What follows belongs to an exercise in optimizing a design on an open flow for small area, a short achievable clock period and few clock cycles; a production flow would make more cautious choices. Function was checked by simulation only, so behaviour that the tests miss may differ from the original. Power is estimated from default activity; no workload was simulated.

`design/flow/config.mk`:
```
export PLATFORM = sky130hd
export DESIGN_NAME = i2c_master_transfer_sequencer
export DESIGN_NICKNAME = i2c_master_transfer_sequencer
export VERILOG_FILES = /design/flow/design.v
export SDC_FILE = /design/flow/constraint.sdc
export NUM_CORES = 4
export LEC_CHECK = 0
export CAP_MARGIN = 20
export CORE_MARGIN = 2
export CORE_UTILIZATION = 40
export SLEW_MARGIN = 20
```
`design/flow/constraint.sdc`:
```
create_clock -name core_clock -period 5.5 [get_ports {clk_i}]
set_input_delay 1.1000 -clock core_clock [delete_from_list [all_inputs] [get_ports {clk_i}]]
set_output_delay 1.1000 -clock core_clock [all_outputs]
set_load 0.01 [all_outputs]
```
`design/flow/design.v`:
```
`default_nettype none
package i2cms_pkg;
  localparam int unsigned BUFFER_BYTES_DEF = 32;
  localparam int unsigned MODE_W   = 3;
  localparam int unsigned ADDR_W   = 7;
  localparam int unsigned COUNT_W  = 8;
  localparam int unsigned INDEX_W  = 5;
  localparam int unsigned BYTE_W   = 8;
  localparam int unsigned STATUS_W = 4;
  localparam int unsigned RC_W     = 3;
  localparam int unsigned ACT_W    = 4;
  localparam int unsigned PHASE_W  = 3;
  localparam int unsigned AVAIL_W  = 6;
  typedef enum logic [MODE_W-1:0] {
    MODE_STAGE    = 3'd0,
    MODE_REQ_WR   = 3'd1,
    MODE_REQ_RD   = 3'd2,
    MODE_EVENT    = 3'd3,
    MODE_READ_BUF = 3'd4
  } mode_e;
  typedef enum logic [STATUS_W-1:0] {
    ST_START      = 4'd0,
    ST_REP_START  = 4'd1,
    ST_MT_SLA_ACK = 4'd2,
    ST_MT_DAT_ACK = 4'd3,
    ST_MT_SLA_NAK = 4'd4,
    ST_MT_DAT_NAK = 4'd5,
    ST_ARB_LOST   = 4'd6,
    ST_MR_DAT_ACK = 4'd7,
    ST_MR_SLA_ACK = 4'd8,
    ST_MR_DAT_NAK = 4'd9,
    ST_MR_SLA_NAK = 4'd10,
    ST_NO_INFO    = 4'd11,
    ST_BUS_ERROR  = 4'd12
  } status_e;
  typedef enum logic [ACT_W-1:0] {
    ACT_NONE          = 4'd0,
    ACT_START         = 4'd1,
    ACT_SEND          = 4'd2,
    ACT_ACK           = 4'd3,
    ACT_NACK          = 4'd4,
    ACT_STOP          = 4'd5,
    ACT_STOP_START    = 4'd6,
    ACT_RELEASE       = 4'd7,
    ACT_RELEASE_START = 4'd8
  } action_e;
  typedef enum logic [RC_W-1:0] {
    RC_OK        = 3'd0,
    RC_TOO_LONG  = 3'd1,
    RC_ADDR_NACK = 3'd2,
    RC_DATA_NACK = 3'd3,
    RC_OTHER     = 3'd4
  } rc_e;
  typedef enum logic [PHASE_W-1:0] {
    PH_READY = 3'd0,
    PH_TX    = 3'd1,
    PH_RX    = 3'd2,
    PH_WPEND = 3'd3,
    PH_RPEND = 3'd4
  } phase_e;
  typedef struct packed {
    logic load_in;
    logic fetch;
    logic exec;
    logic copy_step;
    logic load_out;
  } cmd_t;
  typedef struct packed {
    logic copy_start;
    logic copy_last;
  } stat_t;
endpackage
`default_nettype wire
`default_nettype none
module i2cms_ctrl (
  input  wire logic             clk_i,
  input  wire logic             rst_ni,
  input  wire logic             in_valid_i,
  output logic                  in_ready_o,
  output logic                  out_valid_o,
  input  wire logic             out_ready_i,
  input  wire i2cms_pkg::stat_t stat_i,
  output i2cms_pkg::cmd_t       cmd_o
);
  typedef enum logic [2:0] {
    S_IDLE,
    S_FETCH,
    S_EXEC,
    S_COPY,
    S_DRAIN,
    S_RESULT
  } state_e;
  state_e state_q;
  logic   out_valid_q;
  logic   out_free;
  assign out_free    = !out_valid_q || out_ready_i;
  assign in_ready_o  = (state_q == S_IDLE);
  assign out_valid_o = out_valid_q;
  always_comb begin
    cmd_o           = '0;
    cmd_o.load_in   = (state_q == S_IDLE) && in_valid_i;
    cmd_o.fetch     = (state_q == S_FETCH);
    cmd_o.exec      = (state_q == S_EXEC);
    cmd_o.copy_step = (state_q == S_COPY);
    cmd_o.load_out  = (state_q == S_RESULT) && out_free;
  end
  always_ff @(posedge clk_i or negedge rst_ni) begin
    if (!rst_ni) begin
      state_q     <= S_IDLE;
      out_valid_q <= 1'b0;
    end else begin
      if (cmd_o.load_out) begin
        out_valid_q <= 1'b1;
      end else if (out_ready_i) begin
        out_valid_q <= 1'b0;
      end
      case (state_q)
        S_IDLE: begin
          if (in_valid_i) state_q <= S_FETCH;
        end
        S_FETCH: begin
          state_q <= S_EXEC;
        end
        S_EXEC: begin
          state_q <= stat_i.copy_start ? S_COPY : S_RESULT;
        end
        S_COPY: begin
          if (stat_i.copy_last) state_q <= S_DRAIN;
        end
        S_DRAIN: begin
          state_q <= S_RESULT;
        end
        S_RESULT: begin
          if (out_free) state_q <= S_IDLE;
        end
        default: begin
          state_q <= S_IDLE;
        end
      endcase
    end
  end
endmodule
`default_nettype wire
`default_nettype none
module i2cms_datapath #(
  parameter int unsigned BUFFER_BYTES = i2cms_pkg::BUFFER_BYTES_DEF
) (
  input  wire logic                             clk_i,
  input  wire logic                             rst_ni,
  input  wire i2cms_pkg::cmd_t                  cmd_i,
  output i2cms_pkg::stat_t                      stat_o,
  input  wire logic [i2cms_pkg::MODE_W-1:0]     mode_i,
  input  wire logic [i2cms_pkg::ADDR_W-1:0]     target_address_i,
  input  wire logic [i2cms_pkg::COUNT_W-1:0]    byte_count_i,
  input  wire logic [i2cms_pkg::INDEX_W-1:0]    byte_index_i,
  input  wire logic [i2cms_pkg::BYTE_W-1:0]     data_byte_i,
  input  wire logic [i2cms_pkg::STATUS_W-1:0]   bus_status_i,
  output logic      [i2cms_pkg::RC_W-1:0]       return_code_o,
  output logic      [i2cms_pkg::ACT_W-1:0]      bus_action_o,
  output logic      [i2cms_pkg::BYTE_W-1:0]     bus_byte_o,
  output logic      [i2cms_pkg::PHASE_W-1:0]    driver_state_o,
  output logic      [i2cms_pkg::AVAIL_W-1:0]    bytes_available_o,
  output logic      [i2cms_pkg::BYTE_W-1:0]     buffer_byte_o
);
  localparam int unsigned IDX_W = (BUFFER_BYTES > 1) ? $clog2(BUFFER_BYTES) : 1;
  localparam int unsigned CNT_W = $clog2(BUFFER_BYTES + 1);
  localparam logic [i2cms_pkg::COUNT_W-1:0] BUF_LIM = i2cms_pkg::COUNT_W'(BUFFER_BYTES);
  logic [i2cms_pkg::MODE_W-1:0]   mode_q;
  logic [i2cms_pkg::ADDR_W-1:0]   addr_q;
  logic [i2cms_pkg::COUNT_W-1:0]  count_q;
  logic [i2cms_pkg::INDEX_W-1:0]  index_q;
  logic [i2cms_pkg::BYTE_W-1:0]   data_q;
  logic [i2cms_pkg::STATUS_W-1:0] status_q;
  i2cms_pkg::phase_e            phase_q, phase_d;
  i2cms_pkg::rc_e               err_q, err_d;
  logic [CNT_W-1:0]             pos_q, pos_d;
  logic [CNT_W-1:0]             lim_q, lim_d;
  logic [i2cms_pkg::BYTE_W-1:0] awd_q, awd_d;
  logic [i2cms_pkg::ADDR_W-1:0] pw_addr_q, pw_addr_d;
  logic [CNT_W-1:0]             pw_cnt_q, pw_cnt_d;
  logic [i2cms_pkg::ADDR_W-1:0] pr_addr_q, pr_addr_d;
  logic [CNT_W-1:0]             pr_cnt_q, pr_cnt_d;
  logic [i2cms_pkg::BYTE_W-1:0] stg_mem  [BUFFER_BYTES];
  logic [i2cms_pkg::BYTE_W-1:0] xfer_mem [BUFFER_BYTES];
  logic [i2cms_pkg::BYTE_W-1:0] xfer_rd_q;
  logic [i2cms_pkg::BYTE_W-1:0] stg_rd_q;
  logic [IDX_W-1:0]             rd_addr;
  logic [IDX_W-1:0] copy_idx_q;
  logic [CNT_W-1:0] copy_n_q;
  logic             cwr_q;
  logic [IDX_W-1:0] cwr_addr_q;
  i2cms_pkg::rc_e                rc_d, res_rc_q;
  i2cms_pkg::action_e            act_d, res_act_q;
  logic [i2cms_pkg::BYTE_W-1:0]  byte_d, res_byte_q;
  logic [i2cms_pkg::AVAIL_W-1:0] avail_d, res_avail_q;
  logic [i2cms_pkg::BYTE_W-1:0]  bufb_d, res_bufb_q;
  i2cms_pkg::phase_e             res_phase_q;
  logic [i2cms_pkg::RC_W-1:0]    rc_oq;
  logic [i2cms_pkg::ACT_W-1:0]   act_oq;
  logic [i2cms_pkg::BYTE_W-1:0]  byte_oq;
  logic [i2cms_pkg::PHASE_W-1:0] phase_oq;
  logic [i2cms_pkg::AVAIL_W-1:0] avail_oq;
  logic [i2cms_pkg::BYTE_W-1:0]  bufb_oq;
  logic               take_we;
  logic               stg_we;
  logic               launch_w;
  logic               launch_r;
  logic               fin;
  i2cms_pkg::action_e fin_plain;
  i2cms_pkg::action_e fin_start;
  logic               idx_ok;
  logic               pos_ok;
  logic               is_wr;
  logic [i2cms_pkg::COUNT_W-1:0] pos8;
  assign idx_ok = i2cms_pkg::COUNT_W'(index_q) < BUF_LIM;
  assign pos8   = i2cms_pkg::COUNT_W'(pos_q);
  assign pos_ok = pos8 < BUF_LIM;
  assign is_wr  = (mode_q == i2cms_pkg::MODE_REQ_WR);
  assign rd_addr = (mode_q == i2cms_pkg::MODE_READ_BUF)
                   ? IDX_W'(index_q) : IDX_W'(pos_q);
  always_comb begin
    phase_d   = phase_q;
    err_d     = err_q;
    pos_d     = pos_q;
    lim_d     = lim_q;
    awd_d     = awd_q;
    pw_addr_d = pw_addr_q;
    pw_cnt_d  = pw_cnt_q;
    pr_addr_d = pr_addr_q;
    pr_cnt_d  = pr_cnt_q;
    rc_d      = i2cms_pkg::RC_OK;
    act_d     = i2cms_pkg::ACT_NONE;
    byte_d    = '0;
    avail_d   = '0;
    bufb_d    = '0;
    take_we   = 1'b0;
    stg_we    = 1'b0;
    launch_w  = 1'b0;
    launch_r  = 1'b0;
    fin       = 1'b0;
    fin_plain = i2cms_pkg::ACT_STOP;
    fin_start = i2cms_pkg::ACT_STOP_START;
    case (mode_q)
      i2cms_pkg::MODE_STAGE: begin
        stg_we = idx_ok;
      end
      i2cms_pkg::MODE_REQ_WR, i2cms_pkg::MODE_REQ_RD: begin
        if (count_q > BUF_LIM) begin
          rc_d = i2cms_pkg::RC_TOO_LONG;
        end else begin
          if (is_wr) begin
            pw_addr_d = addr_q;
            pw_cnt_d  = CNT_W'(count_q);
          end else begin
            pr_addr_d = addr_q;
            pr_cnt_d  = CNT_W'(count_q);
          end
          if (phase_q == i2cms_pkg::PH_READY) begin
            launch_w = is_wr;
            launch_r = !is_wr;
            act_d    = i2cms_pkg::ACT_START;
          end else begin
            phase_d = is_wr ? i2cms_pkg::PH_WPEND : i2cms_pkg::PH_RPEND;
            rc_d    = err_q;
          end
        end
      end
      i2cms_pkg::MODE_EVENT: begin
        case (status_q)
          i2cms_pkg::ST_START, i2cms_pkg::ST_REP_START: begin
            act_d  = i2cms_pkg::ACT_SEND;
            byte_d = awd_q;
          end
          i2cms_pkg::ST_MT_SLA_ACK, i2cms_pkg::ST_MT_DAT_ACK: begin
            if ((pos_q < lim_q) && pos_ok) begin
              act_d  = i2cms_pkg::ACT_SEND;
              byte_d = xfer_rd_q;
              pos_d  = pos_q + CNT_W'(1);
            end else begin
              fin = 1'b1;
            end
          end
          i2cms_pkg::ST_MT_SLA_NAK: begin
            err_d = i2cms_pkg::RC_ADDR_NACK;
            fin   = 1'b1;
          end
          i2cms_pkg::ST_MT_DAT_NAK: begin
            err_d = i2cms_pkg::RC_DATA_NACK;
            fin   = 1'b1;
          end
          i2cms_pkg::ST_ARB_LOST: begin
            err_d     = i2cms_pkg::RC_OTHER;
            fin       = 1'b1;
            fin_plain = i2cms_pkg::ACT_RELEASE;
            fin_start = i2cms_pkg::ACT_RELEASE_START;
          end
          i2cms_pkg::ST_MR_DAT_ACK, i2cms_pkg::ST_MR_SLA_ACK: begin
            if ((status_q == i2cms_pkg::ST_MR_DAT_ACK) && pos_ok) begin
              take_we = 1'b1;
              pos_d   = pos_q + CNT_W'(1);
            end
            act_d = (pos_d < lim_q) ? i2cms_pkg::ACT_ACK : i2cms_pkg::ACT_NACK;
          end
          i2cms_pkg::ST_MR_DAT_NAK, i2cms_pkg::ST_MR_SLA_NAK: begin
            if ((status_q == i2cms_pkg::ST_MR_DAT_NAK) && pos_ok) begin
              take_we = 1'b1;
              pos_d   = pos_q + CNT_W'(1);
            end
            fin = 1'b1;
          end
          i2cms_pkg::ST_BUS_ERROR: begin
            err_d = i2cms_pkg::RC_OTHER;
            fin   = 1'b1;
          end
          default: begin
            act_d = i2cms_pkg::ACT_NONE;
          end
        endcase
      end
      i2cms_pkg::MODE_READ_BUF: begin
        avail_d = (pos8 < count_q) ? i2cms_pkg::AVAIL_W'(pos8)
                                   : i2cms_pkg::AVAIL_W'(count_q);
        bufb_d  = idx_ok ? xfer_rd_q : '0;
      end
      default: begin
        rc_d = i2cms_pkg::RC_OK;
      end
    endcase
    if (fin) begin
      if (phase_q == i2cms_pkg::PH_WPEND) begin
        launch_w = 1'b1;
        act_d    = fin_start;
      end else if (phase_q == i2cms_pkg::PH_RPEND) begin
        launch_r = 1'b1;
        act_d    = fin_start;
      end else begin
        phase_d = i2cms_pkg::PH_READY;
        act_d   = fin_plain;
      end
    end
    if (launch_w) begin
      phase_d = i2cms_pkg::PH_TX;
      err_d   = i2cms_pkg::RC_OK;
      pos_d   = '0;
      lim_d   = pw_cnt_d;
      awd_d   = {pw_addr_d, 1'b0};
    end
    if (launch_r) begin
      phase_d = i2cms_pkg::PH_RX;
      err_d   = i2cms_pkg::RC_OK;
      pos_d   = '0;
      lim_d   = (pr_cnt_d == '0) ? '0 : (pr_cnt_d - CNT_W'(1));
      awd_d   = {pr_addr_d, 1'b1};
    end
    if (mode_q == i2cms_pkg::MODE_EVENT) begin
      rc_d = err_d;
    end
  end
  assign stat_o.copy_start = launch_w && (pw_cnt_d != '0);
  assign stat_o.copy_last  = (CNT_W'(copy_idx_q) + CNT_W'(1)) == copy_n_q;
  always_ff @(posedge clk_i) begin
    if (cmd_i.load_in) begin
      mode_q   <= mode_i;
      addr_q   <= target_address_i;
      count_q  <= byte_count_i;
      index_q  <= byte_index_i;
      data_q   <= data_byte_i;
      status_q <= bus_status_i;
    end
  end
  always_ff @(posedge clk_i or negedge rst_ni) begin
    if (!rst_ni) begin
      phase_q   <= i2cms_pkg::PH_READY;
      err_q     <= i2cms_pkg::RC_OK;
      pos_q     <= '0;
      lim_q     <= '0;
      awd_q     <= '0;
      pw_addr_q <= '0;
      pw_cnt_q  <= '0;
      pr_addr_q <= '0;
      pr_cnt_q  <= '0;
    end else if (cmd_i.exec) begin
      phase_q   <= phase_d;
      err_q     <= err_d;
      pos_q     <= pos_d;
      lim_q     <= lim_d;
      awd_q     <= awd_d;
      pw_addr_q <= pw_addr_d;
      pw_cnt_q  <= pw_cnt_d;
      pr_addr_q <= pr_addr_d;
      pr_cnt_q  <= pr_cnt_d;
    end
  end
  always_ff @(posedge clk_i or negedge rst_ni) begin
    if (!rst_ni) begin
      cwr_q <= 1'b0;
    end else begin
      cwr_q <= cmd_i.copy_step;
    end
  end
  always_ff @(posedge clk_i) begin
    if (cmd_i.exec) begin
      copy_idx_q <= '0;
      copy_n_q   <= pw_cnt_d;
    end else if (cmd_i.copy_step) begin
      copy_idx_q <= copy_idx_q + IDX_W'(1);
    end
    if (cmd_i.copy_step) begin
      stg_rd_q   <= stg_mem[copy_idx_q];
      cwr_addr_q <= copy_idx_q;
    end
  end
  always_ff @(posedge clk_i) begin
    if (cmd_i.exec && stg_we) begin
      stg_mem[IDX_W'(index_q)] <= data_q;
    end
  end
  always_ff @(posedge clk_i) begin
    if (cwr_q) begin
      xfer_mem[cwr_addr_q] <= stg_rd_q;
    end else if (cmd_i.exec && take_we) begin
      xfer_mem[IDX_W'(pos_q)] <= data_q;
    end
    if (cmd_i.fetch) begin
      xfer_rd_q <= xfer_mem[rd_addr];
    end
  end
  always_ff @(posedge clk_i) begin
    if (cmd_i.exec) begin
      res_rc_q    <= rc_d;
      res_act_q   <= act_d;
      res_byte_q  <= byte_d;
      res_avail_q <= avail_d;
      res_bufb_q  <= bufb_d;
      res_phase_q <= phase_d;
    end
    if (cmd_i.load_out) begin
      rc_oq    <= res_rc_q;
      act_oq   <= res_act_q;
      byte_oq  <= res_byte_q;
      phase_oq <= res_phase_q;
      avail_oq <= res_avail_q;
      bufb_oq  <= res_bufb_q;
    end
  end
  assign return_code_o     = rc_oq;
  assign bus_action_o      = act_oq;
  assign bus_byte_o        = byte_oq;
  assign driver_state_o    = phase_oq;
  assign bytes_available_o = avail_oq;
  assign buffer_byte_o     = bufb_oq;
endmodule
`default_nettype wire
`default_nettype none
module i2c_master_transfer_sequencer #(
  parameter int unsigned BUFFER_BYTES = i2cms_pkg::BUFFER_BYTES_DEF
) (
  input  wire logic                             clk_i,
  input  wire logic                             rst_ni,
  input  wire logic                             in_valid_i,
  output logic                                  in_ready_o,
  input  wire logic [i2cms_pkg::MODE_W-1:0]     mode_i,
  input  wire logic [i2cms_pkg::ADDR_W-1:0]     target_address_i,
  input  wire logic [i2cms_pkg::COUNT_W-1:0]    byte_count_i,
  input  wire logic [i2cms_pkg::INDEX_W-1:0]    byte_index_i,
  input  wire logic [i2cms_pkg::BYTE_W-1:0]     data_byte_i,
  input  wire logic [i2cms_pkg::STATUS_W-1:0]   bus_status_i,
  output logic                                  out_valid_o,
  input  wire logic                             out_ready_i,
  output logic      [i2cms_pkg::RC_W-1:0]       return_code_o,
  output logic      [i2cms_pkg::ACT_W-1:0]      bus_action_o,
  output logic      [i2cms_pkg::BYTE_W-1:0]     bus_byte_o,
  output logic      [i2cms_pkg::PHASE_W-1:0]    driver_state_o,
  output logic      [i2cms_pkg::AVAIL_W-1:0]    bytes_available_o,
  output logic      [i2cms_pkg::BYTE_W-1:0]     buffer_byte_o
);
  i2cms_pkg::cmd_t  cmd;
  i2cms_pkg::stat_t stat;
  i2cms_ctrl u_ctrl (
    .clk_i       (clk_i),
    .rst_ni      (rst_ni),
    .in_valid_i  (in_valid_i),
    .in_ready_o  (in_ready_o),
    .out_valid_o (out_valid_o),
    .out_ready_i (out_ready_i),
    .stat_i      (stat),
    .cmd_o       (cmd)
  );
  i2cms_datapath #(
    .BUFFER_BYTES (BUFFER_BYTES)
  ) u_datapath (
    .clk_i             (clk_i),
    .rst_ni            (rst_ni),
    .cmd_i             (cmd),
    .stat_o            (stat),
    .mode_i            (mode_i),
    .target_address_i  (target_address_i),
    .byte_count_i      (byte_count_i),
    .byte_index_i      (byte_index_i),
    .data_byte_i       (data_byte_i),
    .bus_status_i      (bus_status_i),
    .return_code_o     (return_code_o),
    .bus_action_o      (bus_action_o),
    .bus_byte_o        (bus_byte_o),
    .driver_state_o    (driver_state_o),
    .bytes_available_o (bytes_available_o),
    .buffer_byte_o     (buffer_byte_o)
  );
endmodule
`default_nettype wire
```
`design/flow/run.sh`:
```
#!/bin/bash
# synth_recipe.tcl (not shown) runs the flow's synth.tcl, then flattens the netlist and writes it again
# the make line also repeats each setting of config.mk as NAME=value (left out here)
make -C /OpenROAD-flow-scripts/flow DESIGN_CONFIG=/design/flow/config.mk WORK_HOME=/design/flow/orfs CLKGATE_MAP_FILE= SYNTH_SCRIPT=/design/flow/synth_recipe.tcl finish
```
==> summary.txt <==
==> path summary, 6_finish.rpt <==
path,endpoint,slack [ns],cells after the start
setup / recovery,u_datapath.stg_mem[10][2],1.55,9
hold / removal,u_datapath.rc_oq[0],0.42,0
setup reg to reg,u_datapath.stg_mem[10][2],1.55,9
hold reg to reg,u_datapath.rc_oq[0],0.42,0
max in group asynchronous,u_datapath.pos_q[4],4.35,2
min in group asynchronous,u_datapath.pw_addr_q[5],0.65,2
==> cells by family after synthesis <==
family / count (synthesis)
mux: 249
xor+xnor: 16
flops: 700
simple gates: 408
buf+inv: 112
compound gates: 237
fa+ha+maj: 19
==> placed cells by master (no fill, tap or decap), types with 13 or more instances in the layout <==
cell             count
mux4_2              86
a22oi_1             25
clkinv_1            17
inv_1               29
mux2i_1            127
dfrtp_1             57
clkdlybuf4s50_1     71
nand2_1            131
buf_4               22
mux2_2              33
o22ai_1             35
nand3_1             39
a21oi_1             36
nor2_1             116
clkbuf_16           76
nor3_1              17
o21ai_0             56
ha_1                19
a31oi_1             13
edfxtp_1           638
clkinv_2            13
==> metrics by stage <==
| step | std cells | worst slack (ns) | power, mW | utilization [%] | hold slack, ns |
|---|---|---|---|---|---|
| final | 2842 | 1.550 | 14.06 | 46.07 | 0.4182 |
| after global placement | 2705 | 1.626 | 9.307 | 42.72 | 0.4027 |
| after floorplan | 1741 | 2.237 | 8.352 | - | 0.4003 |
| after CTS | 2840 | 1.428 | 14.18 | 46.03 | 0.4190 |
| after global routing | 2841 | 1.322 | 14.60 | 46.07 | 0.4258 |
| after detailed placement | 2705 | 1.479 | 9.343 | 42.72 | 0.4045 |
==> area by class of cell <==
| cell class | count | area [sq um] | area share [%] |
|---|---|---|---|
| Timing Repair Buffer | 96 | 915.9 | 2.790 |
| Inverter | 31 | 116.4 | 0.3545 |
| Tap cell | 950 | 1189 | 3.621 |
| Antenna cell | 1 | 2.502 | 0.007624 |
| Sequential cell | 700 | 20690 | 63.04 |
| Clock inverter | 49 | 416.7 | 1.269 |
| Clock buffer | 86 | 1939 | 5.908 |
| Multi-Input combinational cell | 929 | 7551 | 23.00 |
==> per-layer routing <==
metal  global-route usage [%]  part of all wire, %  vias to the layer above
li1                         -                    -                     7051
met1                    24.96                   44                     8041
met2                    29.46                   48                      545
met3                    3.033                  5.4                      114
met4                    5.899                  2.7                        2
met5                        0                0.020                        -
==> report_power, final <==
part           total (mW)  internal [mW]  leakage, nW  switching, mW
clock                4.84           2.78         1.16           2.06
sequential           6.88           6.47         6.59          0.403
combinational        2.34          0.932         3.74           1.41
total                14.1           10.2         11.5           3.87
==> worst reg2reg max path, delay by kind of cell, from the launching register on <==
family,cells,cell delay [ns]
AND/OR/NAND/NOR,6,2.26
flip-flops,1,0.48
buffers and inverters,3,0.82
==> results.tsv <==
stage	metric	value	unit
setup_path	arrival time worst endpoint	4.18	ns
die	Die Y	271.8	microns
global_route	largest net degree at the start of global routing	73	
global_route	GR Util All Layers	18.12	%
yosys	top cells by area, synth	edfxtp_1 67%, mux4_2 6.7%, dfrtp_1 5.0%	
yosys	largest area contributor in the netlist	edfxtp_1	
cts	Clk pin slew, worst setup/hold paths	0.06	ns
cts	Worst-Skew Late Latency	0.63	ns
pwr	leak pwr	11.48	nW
setup_path	worst-path maximum fanout	49	
setup_path	delay-heaviest family, CP	simple AND/OR/NAND/NOR gates	
global_route	initial antenna violation count	1	
detailed_routing	vias per std cell	5.543	
setup_path	type of origin of the critical path	flip-flop	
yosys	Synth top area share	66.76	%
yosys	synth cell count leaders	638 x edfxtp_1, 131 x nand2_1, 127 x mux2i_1	
setup_path	slowest stage cell, crit path	nor3_1	
setup_path	max incr delay on CP	0.74	ns
placement	HPWL Detailed	42880	microns
cts	root buffer cell	clkbuf_16	
detailed_routing	DRT antenna net count	0	
die	die area	73900	sq um
placement	DP Area	30440	sq um
cts	post-CTS setup buffers	0	
die	Initial Util	40.28	%
yosys	Syn. warnings	2	
die	Ports	73	
timing	headroom to the max-slew limit	25.12	%
setup_path	critical path type	reg -> reg	
timing	Hold Vio Cnt, Final	0	
setup_path	CP bufs+invs	3	
detailed_routing	drt initial violations	1443	
setup_path	most frequent cell on the critical path	nand2_1	
placement	# port buffers	72	
pwr	Pwr per Cell Area	428.4	nW/um^2
yosys	post-synth cell types	80	
cts	CTS max path bufs	3	
yosys	post-synthesis simple-gate area fraction	6.815	%
yosys	Synth Register Bits	700	
die	Std-Cell Rows	98	
timing	setup violators final	0	
die	core area	71240	sq um
cts	post-CTS resize count	0	
cts	clock sinks	700	
yosys	sequential area share after synthesis	72.08	%
cts	hold buffers post-CTS	0	
finish	filler cell count	6027	
setup_path	FF-to-FF Start	u_ctrl.state_q[0]	
detailed_routing	average wire per standard cell	23.40	microns
finish	Top Registers	u_datapath.stg_mem (256), u_datapath.xfer_mem (256)	
yosys	Post-Syn Nets	1799	
run_status	status	no timing/DRC/antenna violations	
placement	RD Place Congestion	0.8770	
yosys	main combinational cell family by area after synthesis	multiplexers	
timing	min cycle time layout	3.950	ns
hold_path	worst hold start	u_datapath.res_rc_q[0]	
yosys	compound-gate portion of the synthesized area	5.389	%
timing	Slew @ Worst Pin	1.118	ns
yosys	most common cell in the netlist	edfxtp_1	
yosys	Synth Flop Type	edfxtp_1	
yosys	EDFF count, synth	638	
finish	share of post-route cells with drive strength above 1	14.81	%
setup_path	CP Data Required Time	5.73	ns
detailed_routing	residual DRC count	0	
yosys	XOR/XNOR share of the synthesized area	0.4883	%
yosys	cell count after synthesis	1741	
setup_path	crit path cell chain	nor2_1 > nand2_1 > buf_4 > inv_2 > buf_4 > nand2_1 > nor3_1 > nand2_1 > nor2_1	
global_route	total grt overflow	0	
timing	setup TNS	0	ns
setup_path	critical path launch point	u_ctrl.state_q[0]	
yosys	mux contribution to synthesized area	12.65	%
detailed_routing	vias post-DR	15750	
finish	Layout Area Growth over Synthesis	14.38	%
detailed_routing	final wirelength	66520	microns
setup_path	kind of end point of the critical path	flip-flop	
timing	fmax	253.2	MHz
cts	clock buffer count from CTS	74	
finish	nets@finish	1890	
yosys	fraction of registers with async set or reset after synthesis	8.143	%
cts	total number of H-tree levels	3	
timing	fin crit share	71.82	%
pwr	worst vdd rail ir drop	0.1948	mV
global_route	vias in the first global route	15970	
run	maxcap violations	0	
cts	CTS tree	yes	
timing	skew final	0.03250	ns
yosys	Post-Syn Area per Cell	16.48	sq um
timing	fin. max-slew vios	0	
detailed_routing	DRT Pass-1 Iters	5	
finish	Post-Layout Inst Area	32820	sq um
timing	RSZ-0062 raised after global routing	false	
global_route	first-pass GRT wire length	101200	microns
die	Die Wd	271.8	microns
yosys	Synth Area in Adders	0.8284	%
hold_path	Hold WC Path Type	reg -> reg	
yosys	synthesized area	28700	sq um
Testbench counts, summed over its fixed seeds: cycles 80,170.

-- port drivers added, routing unchanged --
Ports are ideal in the flow. The routed layout listed here was re-timed in OpenROAD.
Step 1 (the two cells are an assumption about what drives the block):
set clk [get_ports {clk_i}]
set_driving_cell -lib_cell sky130_fd_sc_hd__clkbuf_16 $clk
set_driving_cell -lib_cell sky130_fd_sc_hd__buf_2 [delete_from_list [all_inputs] $clk]
Step 2 adds t to the input delays and takes it off the output delays; t is the mean of the earliest and latest rising clock arrival at the registers after step 1. Input paths then give back, and output paths get back, about the clock's delay inside the block.
a / b / c = ideal / step 1 / step 2; a / b = the first two.
t, ns: 0.674
slack for setup (ns): 1.550 / 1.550 / 1.550
worst setup path at the end: register to register
worst slew at a driven data input, ns: 0.05
cell pins on the clock port's net: 1
After both steps setup and hold are still met in this run. The setup slack of this run moves by 0.000 ns with the drivers and by 0.000 ns with both steps.
